Source: an optimization exercise on an open RTL-to-GDS flow (aim: small area). Production flows keep margins and buffers that such runs may drop.
In this exercise RTL edits were held to simulation tests only and were not proved equivalent to the original.
Power and IR drop assume default switching activity.

--- design/flow/flow/run.sh ---
#!/bin/bash
# Own layout flow: the standard ORFS layout (standard.sh, unchanged synthesis), with
# - port buffers of a plain buffer cell instead of the default pick (a delay cell)
# - clock tree built from clusters of up to 30 sinks on clkbuf_16 leaf buffers, no dummy loads
# The make output of the whole run goes to standard.log in the work folder.
set -euo pipefail
export BUFFER_PORTS_ARGS="-buffer_cell sky130_fd_sc_hd__buf_2"
export CTS_ARGS="-sink_clustering_enable -repair_clock_nets -buf_list sky130_fd_sc_hd__clkbuf_16 -sink_clustering_size 30 -sink_clustering_max_diameter 80 -dont_use_dummy_load"
bash standard.sh > standard.log 2>&1
--- design/flow/standard.sh ---
#!/bin/bash
# synth_recipe.tcl (not shown) runs the flow's synth.tcl, then flattens the netlist and writes it again
# the make line also repeats each setting of config.mk as NAME=value (left out here)
make -C /OpenROAD-flow-scripts/flow DESIGN_CONFIG=/design/flow/config.mk WORK_HOME=/design/flow/orfs CLKGATE_MAP_FILE= SYNTH_SCRIPT=/design/flow/synth_recipe.tcl "${@:-finish}"
--- design/flow/config.mk ---
export PLATFORM = sky130hd
export DESIGN_NAME = rfile_sb
export DESIGN_NICKNAME = rfile_sb
export VERILOG_FILES = /design/flow/design.v
export SDC_FILE = /design/flow/constraint.sdc
export NUM_CORES = 4
export LEC_CHECK = 0
export CAP_MARGIN = 5
export CORE_MARGIN = 2
export CORE_UTILIZATION = 40
export SETUP_SLACK_MARGIN = 0.1
export SLEW_MARGIN = 5
export SYNTH_HIERARCHICAL = 1
--- design/flow/constraint.sdc ---
create_clock -name core_clock -period 6.5 [get_ports {Clk}]
set_input_delay 1.3000 -clock core_clock [delete_from_list [all_inputs] [get_ports {Clk}]]
set_output_delay 1.3000 -clock core_clock [all_outputs]
set_load 0.01 [all_outputs]
--- design/flow/design.v ---
module rfile_sb #(
    parameter int DATA_W   = 32,
    parameter int ADDR_W   = 5,
    parameter int ZERO_REG = 1
) (
    input  logic              Clk,
    input  logic              Rst,
    input  logic              Run,
    input  logic [ADDR_W-1:0] Rs,
    input  logic [ADDR_W-1:0] Rt,
    input  logic              ReadEnA,
    input  logic              ReadEnB,
    output logic [DATA_W-1:0] busA,
    output logic [DATA_W-1:0] busB,
    input  logic              RegWr,
    input  logic [ADDR_W-1:0] Rw,
    input  logic [DATA_W-1:0] busW,
    input  logic              Issue,
    input  logic [ADDR_W-1:0] IssueRd,
    output logic              Stall,
    output logic [ADDR_W:0]   PendCnt
);
    localparam int DEPTH = 1 << ADDR_W;
    localparam int LO    = (ZERO_REG != 0) ? 1 : 0;
    localparam int NR    = DEPTH - LO + 1;     
    localparam int AL    = ADDR_W / 2;         
    localparam int AH    = ADDR_W - AL;
    logic [DATA_W-1:0] mem [DEPTH];
    logic [DEPTH-1:LO] vld_r, busy_r;
    logic [DEPTH-1:0]  busy;
    logic wb_fire, is_fire, wb_clears, byp_a, byp_b;
    assign wb_fire = Run & RegWr & ((LO == 0) | (Rw != '0));
    assign byp_a   = wb_fire & (Rw == Rs);
    assign byp_b   = wb_fire & (Rw == Rt);
    logic [(1<<AL)-1:0] lo_w, lo_s, lo_t, lo_i, lo_ha, lo_hb, lo_hi;
    logic [(1<<AH)-1:0] hi_w, hi_s, hi_t, hi_i;
    always_comb begin
        for (int k = 0; k < (1 << AL); k++) begin
            lo_w[k] = wb_fire & (Rw[AL-1:0] == AL'(k));
            lo_s[k] = (Rs[AL-1:0] == AL'(k));
            lo_t[k] = (Rt[AL-1:0] == AL'(k));
            lo_i[k] = is_fire & (IssueRd[AL-1:0] == AL'(k));
            lo_ha[k] = ReadEnA & lo_s[k];
            lo_hb[k] = ReadEnB & lo_t[k];
            lo_hi[k] = Issue & (IssueRd[AL-1:0] == AL'(k));
        end
        for (int k = 0; k < (1 << AH); k++) begin
            hi_w[k] = (Rw[ADDR_W-1:AL] == AH'(k));
            hi_s[k] = (Rs[ADDR_W-1:AL] == AH'(k));
            hi_t[k] = (Rt[ADDR_W-1:AL] == AH'(k));
            hi_i[k] = (IssueRd[ADDR_W-1:AL] == AH'(k));
        end
    end
    logic [DEPTH-1:0] we, hold, sa, sb, busy_n, vld_n, clr, hz;
    for (genvar i = 0; i < DEPTH; i++) begin : g_r
        if (i < LO) begin : g_z
            assign we[i]     = 1'b0;
            assign hold[i]   = 1'b0;
            assign sa[i]     = 1'b0;
            assign sb[i]     = 1'b0;
            assign busy_n[i] = 1'b0;
            assign vld_n[i]  = 1'b0;
            assign clr[i]    = 1'b0;
            assign hz[i]     = 1'b0;
            assign busy[i]   = 1'b0;
        end else begin : g_c
            assign busy[i] = busy_r[i];
            rfile_sb_rowctl u_c (
                .lo_w(lo_w[i % (1 << AL)]), .hi_w(hi_w[i >> AL]),
                .lo_s(lo_s[i % (1 << AL)]), .hi_s(hi_s[i >> AL]),
                .lo_t(lo_t[i % (1 << AL)]), .hi_t(hi_t[i >> AL]),
                .lo_i(lo_i[i % (1 << AL)]), .hi_i(hi_i[i >> AL]),
                .lo_ha(lo_ha[i % (1 << AL)]), .lo_hb(lo_hb[i % (1 << AL)]),
                .lo_hi(lo_hi[i % (1 << AL)]),
                .vld(vld_r[i]), .busy(busy_r[i]),
                .we(we[i]), .hold(hold[i]), .sa(sa[i]), .sb(sb[i]),
                .busy_n(busy_n[i]), .vld_n(vld_n[i]), .clr(clr[i]), .hz(hz[i]));
        end
    end
    logic [NR-1:0][DATA_W-1:0] mem_q;
    logic [DATA_W-1:0] mem_d [DEPTH];
    always_comb begin
        mem_q[0] = busW;
        for (int i = LO; i < DEPTH; i++) mem_q[i - LO + 1] = mem[i];
    end
    rfile_sb_rdmux #(.DATA_W(DATA_W), .N(NR)) u_rda (
        .sel({sa[DEPTH-1:LO], byp_a}), .d(mem_q), .y(busA));
    rfile_sb_rdmux #(.DATA_W(DATA_W), .N(NR)) u_rdb (
        .sel({sb[DEPTH-1:LO], byp_b}), .d(mem_q), .y(busB));
    for (genvar i = LO; i < DEPTH; i++) begin : g_w
        rfile_sb_wcell #(.DATA_W(DATA_W)) u_w (
            .we(we[i]), .hold(hold[i]), .w(busW), .q(mem[i]), .d(mem_d[i]));
    end
    always_comb begin
        Stall     = Run & (|hz);
        is_fire   = Run & Issue & ~Stall & ((LO == 0) | (IssueRd != '0));
        wb_clears = |clr;
    end
    always_ff @(posedge Clk) begin
        for (int i = LO; i < DEPTH; i++) mem[i] <= mem_d[i];
    end
    always_ff @(posedge Clk or posedge Rst) begin
        if (Rst) begin
            vld_r   <= '0;
            busy_r  <= '0;
            PendCnt <= '0;
        end else begin
            vld_r   <= vld_n[DEPTH-1:LO];
            busy_r  <= busy_n[DEPTH-1:LO];
            PendCnt <= PendCnt + {{ADDR_W{1'b0}}, is_fire} - {{ADDR_W{1'b0}}, wb_clears};
        end
    end
endmodule
module rfile_sb_rowctl (
    input  logic lo_w, hi_w, lo_s, hi_s, lo_t, hi_t, lo_i, hi_i, lo_ha, lo_hb, lo_hi,
    input  logic vld, busy,
    output logic we, hold, sa, sb, busy_n, vld_n, clr, hz
);
    assign we     = lo_w & hi_w;
    assign hold   = vld & ~we;
    assign sa     = lo_s & hi_s & hold;
    assign sb     = lo_t & hi_t & hold;
    assign busy_n = (busy & ~we) | (lo_i & hi_i);
    assign vld_n  = vld | we;
    assign clr    = busy & we;
    assign hz     = busy & ~we & ((lo_ha & hi_s) | (lo_hb & hi_t) | (lo_hi & hi_i));
endmodule
module rfile_sb_wcell #(
    parameter int DATA_W = 32
) (
    input  logic              we,
    input  logic              hold,
    input  logic [DATA_W-1:0] w,
    input  logic [DATA_W-1:0] q,
    output logic [DATA_W-1:0] d
);
    assign d = ({DATA_W{we}} & w) | ({DATA_W{hold}} & q);
endmodule
module rfile_sb_rdmux #(
    parameter int DATA_W = 32,
    parameter int N      = 32
) (
    input  logic [N-1:0]             sel,
    input  logic [N-1:0][DATA_W-1:0] d,
    output logic [DATA_W-1:0]        y
);
    localparam int NG = (N + 2) / 3;       
    localparam int NF = (N - 1) / 3;       
    for (genvar b = 0; b < DATA_W; b++) begin : g_b
        logic [NG-1:0] t;
        for (genvar g = 0; g < NF; g++) begin : g_g
            rfile_sb_aoi222 u_g (
                .a0(sel[3*g]),     .b0(d[3*g][b]),
                .a1(sel[3*g + 1]), .b1(d[3*g + 1][b]),
                .a2(sel[3*g + 2]), .b2(d[3*g + 2][b]),
                .y(t[g]));
        end
        if (N - 3 * NF == 3) begin : g_l3
            rfile_sb_aoi222 u_g (
                .a0(sel[N-3]), .b0(d[N-3][b]),
                .a1(sel[N-2]), .b1(d[N-2][b]),
                .a2(sel[N-1]), .b2(d[N-1][b]),
                .y(t[NG-1]));
        end else if (N - 3 * NF == 2) begin : g_l2
            rfile_sb_aoi222 u_g (
                .a0(sel[N-2]), .b0(d[N-2][b]),
                .a1(sel[N-1]), .b1(d[N-1][b]),
                .a2(sel[N-1]), .b2(d[N-1][b]),
                .y(t[NG-1]));
        end else begin : g_l1
            assign t[NG-1] = ~(sel[N-1] & d[N-1][b]);
        end
        assign y[b] = ~&t;
    end
endmodule
module rfile_sb_aoi222 (
    input  logic a0, b0, a1, b1, a2, b2,
    output logic y
);
    assign y = ~((a0 & b0) | (a1 & b1) | (a2 & b2));
endmodule
==> results.toml, run 1 <==
[worst_hold_path]
hold_end = "vld_r[11]"
worstHoldPathCells = 1
hold_path_class = "flip-flop to flip-flop"
min_from = "vld_r[11]"

[route]
post_drt_via_cell_ratio = 8.02
drt_iter0_markers = 11400
post_drt_wl_per_cell_um = 39.8
wl_um = 213000
vias = 42900
drc = 0
dr.pass1.iters = 14
ant_nets = 0

[finish]
layout-drive-gt1-share = 0.163
final_area_um2 = 48000
stdcell_count = 5348
area_growth_syn_to_layout_pct = 8.35
final_nets = 3922

[setup_path]
crit_fanout = 20
rr_worst_depth = 11
start_kind = "input pin"
crit_buf_inv = 3
critPathTopFamily = "simple AND/OR/NAND/NOR gates"
crit_type = "input pin to primary output"
r2r-end = "PendCnt[4]"
ff2ff_setup_slack_ns = 3.25
slowest_delay_ns = 0.62
cpMaxStageDelayCell = "nor2_4"
crit_cells = 10
endpoint_kind = "primary output"
path_cells = "buf_2 -> nand3_1 -> nor2_4 -> a21boi_4 -> and3_2 -> buf_4 -> a222oi_1 -> nand3_1 -> or3_1 -> buf_2"
arrival_ns = 5.06
required_ns = 5.20
regToRegStartpoint = "busy_r[24]"

[synth]
synth_top_cells_by_count = "dfxtp_1, a22o_1, a222oi_1"
ys_warn_count = 10
syn_avg_cell_area_um2 = 12.1
yosysTopAreaCell = "dfxtp_1"
synthArstFlopShare = 0.0642
ys.flop_type = "dfxtp_1"
yosysUniqueCellTypes = 38
yosysMostFrequentCell = "dfxtp_1"
synth_seq_cells = 1060
syn_area_um2 = 44300
synth_fp_nets = 3729
yosys-top-cells-area = "dfxtp_1, a22o_1, a222oi_1"
ys_seq_area_frac = 0.487
synth-edff-count = 0
synth_top_area_share = 0.449
syn_inst = 3663

[clock_tree]
clk_pin_slew_ns = 0.06
clkSinkCount = 1060
htreeDepth = 2
cts_tree = "done"
clock_latency_ns = 0.73
cts_root_buffer = "clkbuf_16"
cts.path.max_buffers = 3
cts_buffers = 48

[placement]
hpwl_um = 125000
io_buffers = 129
placed_area_um2 = 46700
place.gp.congestion = 0.990
dpl.cell_count = 5290
pre_cts_ws_ns = 0.0147

[die]
initial_core_util = 0.402
fp.dieW_um = 337
die_area_um2 = 113000
io_pins = 130
die_height_um = 337
core_um2 = 110000
rows = 122

[timing]
tightest_slew_ns = 1.26
min_period_ns = 6.36
finalSetupTns_ns = 0
max_freq_ghz = 0.157
skew_ns = 0.124
slew_viol_final = 0
period_share = 0.978
timing.final.ws_setup_ns = 0.140
rsz0062_at_grt = "no"
setup_viol = 0
maxSlewHeadroom = 0.161
hold_viol_final = 0

[status]
status = "no timing/DRC/antenna violations"

[global_route]
grt_pass1_wl_um = 295000
antenna_found_initial = 10
gr-total-overflow = 0
grt_max_degree = 69
grt_pass1_vias = 39300
grt_usage = 0.356

[power_and_ir_drop]
power.density_nw_per_um2 = 246
ir_drop_uv = 230
p_leak_nw = 18.1
total_power_w = 0.0118

[run]
maxCapViolCount = 0
## logic make-up after synthesis
group / Yosys count / synth area share
flops: 1060 / 0.487
simple gates: 543 / 0.0762
buf+inv: 240 / 0.0519
xor+xnor: 15 / 0.00297
compound gates: 1798 / 0.380
fa+ha+maj: 7 / 0.00215
## report_power, final
part | total [W] | switching (W) | internal [W]
logic | 0.00158 | 0.00121 | 0.000371
clock network | 0.00348 | 0.00216 | 0.00133
registers | 0.00674 | 0.000102 | 0.00664
## per-module statistics from Yosys (local to each module, per instance), excerpt
| module | copies in the design | cell area, um^2 |
|---|---|---|
| rfile_sb_rowctl | 31 | 72.6 |
| rfile_sb_aoi222 | 704 | 10.0 |
| rfile_sb | 1 | 22600 |
## final cells by class
type                            instances  area (um^2)
Clock buffer                           48         1200
Inverter                               39          146
Antenna cell                            6         15.0
Tap cell                             1488         1860
Sequential cell                      1060        21600
Fill cell                           10400        62300
Timing Repair Buffer                  344         2380
Multi-Input combinational cell       2363        20800
## cell usage in the layout (no fill, tap or decap), types with 48 or more instances in the layout
cell | Yosys | layout
dfxtp_1 | 992 | 992
a22o_1 | 961 | 961
a222oi_1 | 735 | 735
buf_4 | 0 | 205
nand4_1 | 132 | 132
buf_2 | 0 | 129
dfrtp_1 | 68 | 68
nand3_1 | 67 | 67
or3_1 | 64 | 64
and3_2 | 0 | 62
a22o_2 | 62 | 62
clkbuf_16 | 0 | 48
## worst reg2reg max path, stage by stage, from the launching register on
cell	delay [ns]
dfrtp_1	0.41
and3_1	0.21
or4_1	0.52
nor4_1	0.24
nand4_1	0.23
ha_1	0.33
inv_1	0.04
ha_1	0.22
fa_1	0.44
a21o_1	0.20
a21oi_1	0.17
xnor2_1	0.14
## how the worst max path moves through the flow
stage	start	to	slack, ns
after floorplan	Rw[4]	busA[0]	0.10
after global routing	Rw[0]	busB[24]	0.14
after detailed placement	Rw[1]	busB[24]	0.01
final	Rw[0]	busB[24]	0.14
after CTS	Rw[3]	busA[20]	0.13
after global placement	Rw[1]	busB[24]	-0.01
## sequential cells by signal, indices dropped and copies added, names as in the netlist
register	flops
PendCnt	6
busy_r	31
mem	992
vld_r	31
## metal layers
metal | wire (um) | part of all wire | track usage | up-vias
met2 | 82700 | 0.39 | 0.484 | 4198
met5 | 85 | 0.00040 | 0.00213 | -
met1 | 79900 | 0.38 | 0.475 | 21000
li1 | - | - | - | 16900
met3 | 34400 | 0.16 | 0.131 | 755
met4 | 15700 | 0.074 | 0.217 | 8
## timing repair
action                     CTS  global route
buffers inserted             1             3
setup endpoints to repair    3            48
hold buffers                 0             0
pin swaps                    1             1
cloned                       0             0
gates resized for setup      1             0
## metrics by stage
| step | hold slack [ns] | util |
|---|---|---|
| 2_1_floorplan | 0.427 | - |
| 3_3_place_gp | 0.451 | 0.424 |
| 3_5_place_dp | 0.454 | 0.424 |
| 4_1_cts | 0.469 | 0.435 |
| 5_1_grt | 0.486 | 0.435 |
| 6_report | 0.468 | 0.435 |
==> run 2: changes to the inputs <==
--- a/design/flow/config.mk
+++ b/design/flow/config.mk
@@ -8,5 +8,5 @@
 export CAP_MARGIN = 5
 export CORE_MARGIN = 2
-export CORE_UTILIZATION = 40
+export CORE_UTILIZATION = 35
 export SETUP_SLACK_MARGIN = 0.1
 export SLEW_MARGIN = 5
==> results.toml, run 2 <==
[status]
status = "no timing/DRC/antenna violations"

[route]
post_drt_via_cell_ratio = 7.70
drc = 0
dr.pass1.iters = 15
post_drt_wl_per_cell_um = 36.6
vias = 42500
drt_iter0_markers = 11200
ant_nets = 0
wl_um = 202000

[global_route]
grtUsageMet2 = 0.415
top_usage_layer = "met2"
grt_usage = 0.293
met3_usage = 0.0896
grt_max_degree = 69
grt_use_met1 = 0.398
grt_pass1_wl_um = 288000
grt_pass1_vias = 39500
antenna_found_initial = 13
gr-total-overflow = 0

[synth]
yosysTopAreaCell = "dfxtp_1"
syn_avg_cell_area_um2 = 12.1
synthXorXnorAreaFrac = 0.00297
yosys.area_share.simple = 0.0762
syn_area_um2 = 44300
synth_seq_cells = 1060
ys_warn_count = 10
ys.flop_type = "dfxtp_1"
synth-edff-count = 0
synthArstFlopShare = 0.0642
syn_inst = 3663
yosys-top-cells-area = "dfxtp_1, a22o_1, a222oi_1"
yosysUniqueCellTypes = 38
synthAdderAreaFrac = 0.00215
synthMuxAreaShare = 0
synth_top_family_by_area = "compound AO/OA/AOI/OAI gates"
synth_fp_nets = 3729
synth_top_cells_by_count = "dfxtp_1, a22o_1, a222oi_1"
ys_seq_area_frac = 0.487
synth_compound_area_frac = 0.380
yosysMostFrequentCell = "dfxtp_1"
synth_top_area_share = 0.449

[die]
fp.dieW_um = 360
die_area_um2 = 129000
io_pins = 130
core_um2 = 126000
rows = 130
initial_core_util = 0.352
die_height_um = 360

[timing]
rsz0062_at_grt = "no"
maxSlewHeadroom = 0.192
tightest_slew_ns = 1.21
skew_ns = 0.0704
hold_viol_final = 0
min_period_ns = 6.29
setup_viol = 0
finalSetupTns_ns = 0
whs_ns = 0.466
max_freq_ghz = 0.159
period_share = 0.968
slew_viol_final = 0

[setup_path]
required_ns = 5.20
endpoint_kind = "primary output"
crit_type = "input pin to primary output"
arrival_ns = 4.99
crit_fanout = 21
start_kind = "input pin"

[finish]
final_nets = 3936
largest_reg_flops = 992
layout-drive-gt1-share = 0.164
largest_registers = "mem x992, busy_r x31, vld_r x31"
nFillCells = 12200
final_cell_mix = "dfxtp_1, a22o_1, a222oi_1"
multi_input_area_um2 = 20800
area_growth_syn_to_layout_pct = 9.00
layout_commonest_cell = "dfxtp_1"
fin_util = 0.384
seq_area_um2 = 21600
largest-register = "mem"

[clock_tree]
cts_hold_buf = 0
cts.path.max_buffers = 3
htreeDepth = 2
clkSinkCount = 1060
clock_latency_ns = 0.69
cts_buffers = 48
cts-resized-gates = 0
clk_pin_slew_ns = 0.06
postCtsSetupBuffers = 0
cts_root_buffer = "clkbuf_16"
cts_tree = "done"

[placement]
place.gp.congestion = 0.984
hpwl_um = 123000
io_buffers = 129

[worst_hold_path]
hold_path_class = "flip-flop to flip-flop"

[power_and_ir_drop]
ir_drop_uv = 204
power.density_nw_per_um2 = 243
p_leak_nw = 18.2

[run]
maxCapViolCount = 0
[run 2: changes by cell type in the layout (fill, tap and decap cells not counted)]
| cell | previous run | this run |
|---|---|---|
| nor2_2 | 1 | 0 |
| and3_2 | 62 | 58 |
| nor2_1 | 11 | 12 |
| buf_4 | 205 | 219 |
| and3_1 | 38 | 42 |
| diode_2 | 6 | 2 |
[run 2: cells by family (layout without fill, tap and decap cells)]
logic type | count (synthesis) | count (layout)
other cells | 0 | 2
compound gates | 1798 | 1798
simple gates | 543 | 543
buf+inv | 240 | 445
fa+ha+maj | 7 | 7
flops | 1060 | 1060
xor+xnor | 15 | 15
[run 2: report_power, final]
| group | switching, W | total [W] | internal, W |
|---|---|---|---|
| logic | 0.00115 | 0.00152 | 0.000363 |
| registers | 0.000102 | 0.00674 | 0.00664 |
| clock network | 0.00215 | 0.00348 | 0.00133 |
| total | 0.00341 | 0.0117 | 0.00833 |
[run 2: final timing paths]
path	startpoint	to	slack (ns)	cells after the start
max in group asynchronous	Rst	vld_r[22]	4.92	3
max reg2reg	busy_r[21]	PendCnt[4]	3.42	11
min reg2reg	vld_r[4]	vld_r[4]	0.47	1
max	Rw[0]	busB[16]	0.21	11
min	vld_r[4]	vld_r[4]	0.47	1
min in group asynchronous	Rst	busy_r[5]	0.93	3
[run 2: area by class of cell]
cell class | instances | area share
antenna | 2 | 0.000104
clock buffer | 48 | 0.0249
inverter | 39 | 0.00303
multi-input combinational | 2363 | 0.431
sequential | 1060 | 0.447
tap | 1650 | 0.0428
timing repair buffer | 358 | 0.0516
[run 2: metal layers]
layer / part of all wire / vias to the layer above
li1: - / 16900
met1: 0.38 / 20800
met2: 0.40 / 4025
met3: 0.15 / 728
met4: 0.063 / 10
met5: 0.00027 / -
[run 2: worst max-delay path, stage by stage]
cell	delay (ns)
buf_2	0.20
nand3_1	0.22
nor2_4	0.67
a21boi_4	0.13
and3_2	0.52
buf_4	0.28
a222oi_1	0.48
buf_4	0.19
nand4_1	0.30
or3_1	0.50
buf_2	0.16
[run 2: stage by stage]
| step | instances | instance area (um^2) | setup WS (ns) | total power (W) |
|---|---|---|---|---|
| 2_1_floorplan | 3663 | 44300 | 0.102 | 0.00773 |
| 3_3_place_gp | 5470 | 47000 | 0.354 | 0.00831 |
| 3_5_place_dp | 5470 | 47000 | 0.390 | 0.00832 |
| 4_1_cts | 5518 | 48200 | 0.376 | 0.0117 |
| 5_1_grt | 5518 | 48200 | 0.142 | 0.0120 |
| 6_report | 5520 | 48200 | 0.211 | 0.0117 |
[run 2: Yosys stat by module, one instance, submodules excluded, excerpt]
module / area, um^2 / copies in the design / flops+latches / cells
rfile_sb_aoi222: 10.0 / 704 / 0 / 1
rfile_sb: 22600 / 1 / 1060 / 1215
rfile_sb_rowctl: 72.6 / 31 / 0 / 10

==> what the ideal ports hide <==
In the flow no input, the clock included, has a driving cell. The finished layouts below were timed again as built, in two steps.
Step 1: set_driving_cell puts a clkbuf_16 on Clk and a buf_2 on each other input, an assumption about the parent block.
Step 2 also shifts input and output timing later by t, the mid clock arrival at the registers, as if the neighbouring blocks saw the same clock.
Slacks: ideal / step 1 / step 2; pairs: ideal / step 1.
run | t (ns) | setup slack, ns | hold slack, ns | latest minus earliest clock arrival (ns)
run 1 | 0.747 | 0.140 / 0.114 / 0.114 | 0.468 / 0.468 / 0.468 | 0.124 / 0.125
run 2 | 0.726 | 0.211 / 0.187 / 0.187 | 0.466 / 0.466 / 0.466 | 0.086 / 0.086
After both steps setup and hold are still met in every run listed. The setup slack of run 1, which loses most, moves by -0.026 ns with the drivers and by -0.026 ns with both steps.
